This design comes from an exercise in tuning for small area, a short achievable clock period and few clock cycles per item on the open sky130 flow, not from production work. Only simulation tests tie the RTL to the original design; equivalence was not proved. Power is estimated from default activity; no workload was simulated.

== lagoon ==
==> flow/design.v (excerpt) <==
module beacon_id_table_to_channel_mapper_unit (
  input  logic         clk,
  input  logic         rst_n,
  input  logic         in_valid,
  output logic         in_ready,
  input  logic [1:0]   in_opcode,
  input  logic [7:0]   in_payload_length,
  input  logic [15:0]  in_company_id,
  input  logic [63:0]  in_sensor_id,
  input  logic [7:0]   in_accel_x,
  input  logic [7:0]   in_accel_y,
  input  logic [7:0]   in_accel_z,
  output logic         out_valid,
  input  logic         out_ready,
  output logic [3:0]   out_status,
  output logic [3:0]   out_entry_index,
  output logic [6:0]   out_channel_base,
  output logic [7:0]   out_x_positive,
  output logic [7:0]   out_x_negative,
  output logic [7:0]   out_y_positive,
  output logic [7:0]   out_y_negative,
  output logic [7:0]   out_z_positive,
  output logic [7:0]   out_z_negative,
  output logic         out_send_request,
  output logic         out_all_known_seen,
  input  logic         cfg_we,
  input  logic         cfg_wdata
);
Size in the first run: roughly 3700 cells after synthesis, ~1300 flip-flops, roughly 190 I/O pins, ~55000 um^2 of cells after synthesis.
==> flow/config.mk <==
export PLATFORM = sky130hd
export DESIGN_NAME = beacon_id_table_to_channel_mapper_unit
export DESIGN_NICKNAME = beacon_id_table_to_channel_mapper_unit
export VERILOG_FILES = /design/flow/design.v
export SDC_FILE = /design/flow/constraint.sdc
export NUM_CORES = 4
export LEC_CHECK = 0
export CAP_MARGIN = 20
export CORE_MARGIN = 2
export CORE_UTILIZATION = 40
export CTS_BUF_LIST = sky130_fd_sc_hd__clkbuf_16
export CTS_CLUSTER_DIAMETER = 120
export CTS_CLUSTER_SIZE = 25
export GPL_ROUTABILITY_DRIVEN = 0
export PLACE_DENSITY = 0.8
export SETUP_SLACK_MARGIN = 2.5
export SLEW_MARGIN = 20
==> flow/constraint.sdc <==
create_clock -name core_clock -period 5.0 [get_ports {clk}]
set_input_delay 1.0000 -clock core_clock [delete_from_list [all_inputs] [get_ports {clk}]]
set_output_delay 1.0000 -clock core_clock [all_outputs]
set_load 0.01 [all_outputs]
standard.sh (not shown) runs the stock make flow with config.mk's settings and CLKGATE_MAP_FILE= SYNTH_SCRIPT=/design/flow/synth_recipe.tcl, a recipe that flattens the netlist after the stock synthesis.
==> flow/flow/run.sh <==
#!/bin/bash
# The standard layout, except that the port buffers are buf_4 cells: left to itself
# buffer_ports picks a delay cell (clkdlybuf4s50_1) for every input and output port.
set -euo pipefail
export BUFFER_PORTS_ARGS="-buffer_cell sky130_fd_sc_hd__buf_4"
bash standard.sh > standard.log 2>&1
lagoon finished every stage and its layout cleared the timing, DRC and antenna checks.
Testbench counts of lagoon, summed over its fixed seeds: cycles 4,816, items 4,800.
Input-level comparison between xenon and lagoon:
Settings: clearing GPL_ROUTABILITY_DRIVEN, which used to be 0.
--- outcome ---
- Compared xenon against lagoon; final cell count within noise.
- Between lagoon and xenon, the fraction of area in clock buffers and inverters does not differ in any meaningful way.
- Critical path buffer and inverter count ended up 1 higher on xenon than on lagoon.
- Measured against each other, lagoon and xenon differ in number of optimization iterations in the first detailed-route pass, the lower figure coming from xenon.
- Delta(post-placement setup slack, xenon - lagoon) > 0
- Comparing the two runs side by side, xenon comes out behind lagoon on clock skew.
- Cmp xenon vs lagoon: relative area of non-clock buffer cells in the final design higher in xenon
- [compare] base=lagoon new=xenon: via count of the first global-routing pass decreased by 1.2% relative to the old numbers; combinational power closely matched the old numbers; routed via count divided by cell count decreased by 0.049 relative to the old numbers; total power after layout closely matched the old numbers.
Input changes introduced in quartz (baseline for comparison: xenon):
Settings: CTS_CLUSTER_SIZE: 25 -> 28; CTS_CLUSTER_DIAMETER: 120 -> 100.
### Flow results
Summary of the comparison: wire length reported by the detailed router is lower in quartz, relative to xenon. Summary of quartz over xenon: vias after detailed routing now sits lower; number of antenna violations at the first check in global routing now sits lower; share of total power in the clock network now sits lower; maximum achievable frequency now sits lower; first-iteration detailed-routing DRC count now sits higher. Between quartz and xenon, the vias per cell figures differ only marginally. Looking at xenon and quartz, the met1 wire length is a wash. The smallest setup slack after layout number comes out higher for xenon vs quartz.
Input changes introduced in maple (baseline for comparison: quartz):
Settings: swapping 100 for 120 in CTS_CLUSTER_DIAMETER; swapping sky130_fd_sc_hd__clkbuf_16 for sky130_fd_sc_hd__clkbuf_8 sky130_fd_sc_hd__clkbuf_16 in CTS_BUF_LIST; swapping 28 for 25 in CTS_CLUSTER_SIZE.
## What came out
maple ends up with a fmax that is about 2.6% higher than in quartz. Against quartz, maple reports a average wire length per cell after detail routing that is higher. For the arrival time reported for the critical path endpoint, maple came in 0.02 ns higher than quartz did. For number of tap cells inserted, maple and quartz come out practically identical.
> inputs changed (maple -> harbor)
Settings: CTS_BUF_LIST now sky130_fd_sc_hd__clkbuf_16, was sky130_fd_sc_hd__clkbuf_8 sky130_fd_sc_hd__clkbuf_16; CAP_MARGIN now 5, was 20; SLEW_MARGIN now 5, was 20.
==> run summary <==
- Critical path depth: harbor < maple
- The total power of the final layout on maple is in line with that on harbor.
- Of harbor and maple, it is harbor that has the lower setup slack after layout.
- From maple to harbor, post-synthesis adder-cell area fraction did not move at all.
- Compared with maple, in harbor fmax decreased 8.8 MHz; worst stage delay on the critical path essentially unchanged; part of the cycle the worst path needs increased 1.2 points; fraction of final layout cells sized beyond drive strength 1 increased 0.96 points.

Another version of the RTL of beacon_id_table_to_channel_mapper_unit (not shown whole).
For scale: ~1300 flip-flops, roughly 190 I/O pins, roughly 56000 um^2 of cells after synthesis.
clock: 5.0 ns
lec_check: 0
cap_margin: 20
core_margin: 2
core_utilization: 40
cts_buf_list: sky130_fd_sc_hd__clkbuf_16
cts_cluster_diameter: 120
cts_cluster_size: 25
setup_slack_margin: 2.2
slew_margin: 20
Scripts as last shown in full above: flow/flow/run.sh
The baseline completed without violations.
Testbench counts at the start, summed over its fixed seeds: cycles 4,816, items 4,800.
Rerun with:
==> flow/run.sh (new file) <==
#!/bin/bash
# synth_recipe.tcl (not shown) runs the flow's synth.tcl, then flattens the netlist and writes it again
# the make line also repeats each setting of config.mk as NAME=value (left out here)
make -C /OpenROAD-flow-scripts/flow DESIGN_CONFIG=/design/flow/config.mk WORK_HOME=/design/flow/orfs CLKGATE_MAP_FILE= SYNTH_SCRIPT=/design/flow/synth_recipe.tcl finish
--- a/flow/config.mk
+++ b/flow/config.mk
@@ -9,7 +9,4 @@
 export CORE_MARGIN = 2
 export CORE_UTILIZATION = 40
-export CTS_BUF_LIST = sky130_fd_sc_hd__clkbuf_16
-export CTS_CLUSTER_DIAMETER = 120
-export CTS_CLUSTER_SIZE = 25
-export SETUP_SLACK_MARGIN = 2.2
+export SETUP_SLACK_MARGIN = 2.5
 export SLEW_MARGIN = 20
removed: flow/flow/run.sh
removed: flow/standard.sh
Outcome: Die area stays the same. Final area grows by a little under a tenth. Maximum frequency grows by a little under a tenth. Clock power grows by well over a third. Hold slack gets better by 0.11 ns. Via count grows by a few percent.
Rerun with:
==> flow/flow/run.sh (new file) <==
#!/bin/bash
# The standard layout, except that the port buffers are buf_4 cells: left to itself
# buffer_ports picks a delay cell (clkdlybuf4s50_1) for every input and output port.
set -euo pipefail
export BUFFER_PORTS_ARGS="-buffer_cell sky130_fd_sc_hd__buf_4"
bash standard.sh > standard.log 2>&1
==> flow/standard.sh (new file) <==
#!/bin/bash
# synth_recipe.tcl (not shown) runs the flow's synth.tcl, then flattens the netlist and writes it again
# the make line also repeats each setting of config.mk as NAME=value (left out here)
make -C /OpenROAD-flow-scripts/flow DESIGN_CONFIG=/design/flow/config.mk WORK_HOME=/design/flow/orfs CLKGATE_MAP_FILE= SYNTH_SCRIPT=/design/flow/synth_recipe.tcl "${@:-finish}"
--- a/flow/config.mk
+++ b/flow/config.mk
@@ -9,4 +9,8 @@
 export CORE_MARGIN = 2
 export CORE_UTILIZATION = 40
+export CTS_BUF_LIST = sky130_fd_sc_hd__clkbuf_16
+export CTS_CLUSTER_DIAMETER = 120
+export CTS_CLUSTER_SIZE = 25
+export PLACE_DENSITY = 0.8
 export SETUP_SLACK_MARGIN = 2.5
 export SLEW_MARGIN = 20
removed: flow/run.sh
Outcome: Area after synthesis does not change; design area goes down by 6.4%; flip-flop and latch count stays the same.

-- port drivers added, routing unchanged --
How much do the figures lean on ideal ports? The routed layouts below were timed once more, with nothing changed but the port constraints. Step 1: set_driving_cell puts a clkbuf_16 on clk and a buf_2 on each other input, an assumption about the parent block. Step 2 moves the port delays by t, midway between the first and last clock arrival at a register: inputs arrive t later, outputs are due t later. That takes back most of the time a late clock gives input paths. Three values: no drivers, after step 1, after step 2; two values: the first two.
| run | t, ns | slack for setup (ns) | latest minus earliest clock arrival (ns) | worst register clock-pin slew, ns | worst slew at a driven data input, ns |
|---|---|---|---|---|---|
| lagoon | 0.794 | 2.342 / 2.342 / 1.915 | 0.030 / 0.029 | 0.12 / 0.12 | 0.09 |
| xenon | 0.785 | 2.393 / 2.393 / 1.895 | 0.034 / 0.034 | 0.12 / 0.12 | 0.11 |
| quartz | 0.764 | 2.324 / 2.324 / 1.833 | 0.043 / 0.043 | 0.11 / 0.11 | 0.11 |
| maple | 0.785 | 2.393 / 2.393 / 1.895 | 0.034 / 0.034 | 0.12 / 0.12 | 0.11 |
| harbor | 0.788 | 2.332 / 2.332 / 1.793 | 0.035 / 0.035 | 0.12 / 0.12 | 0.11 |
| the first run of note 2 | 0.800 | 2.154 / 2.204 / 1.403 | 0.067 / 0.067 | 0.11 / 0.11 | 0.15 |
| the second run of note 2 | 0.837 | 2.340 / 2.340 / 1.658 | 0.030 / 0.030 | 0.07 / 0.07 | 0.11 |
| the third run of note 2 | 0.768 | 2.419 / 2.419 / 1.719 | 0.059 / 0.059 | 0.11 / 0.11 | 0.11 |
After both steps every run listed still meets setup and hold. For the first run of note 2, which loses most, drivers alone change the setup slack by +0.050 ns; drivers and shift together by -0.751 ns.
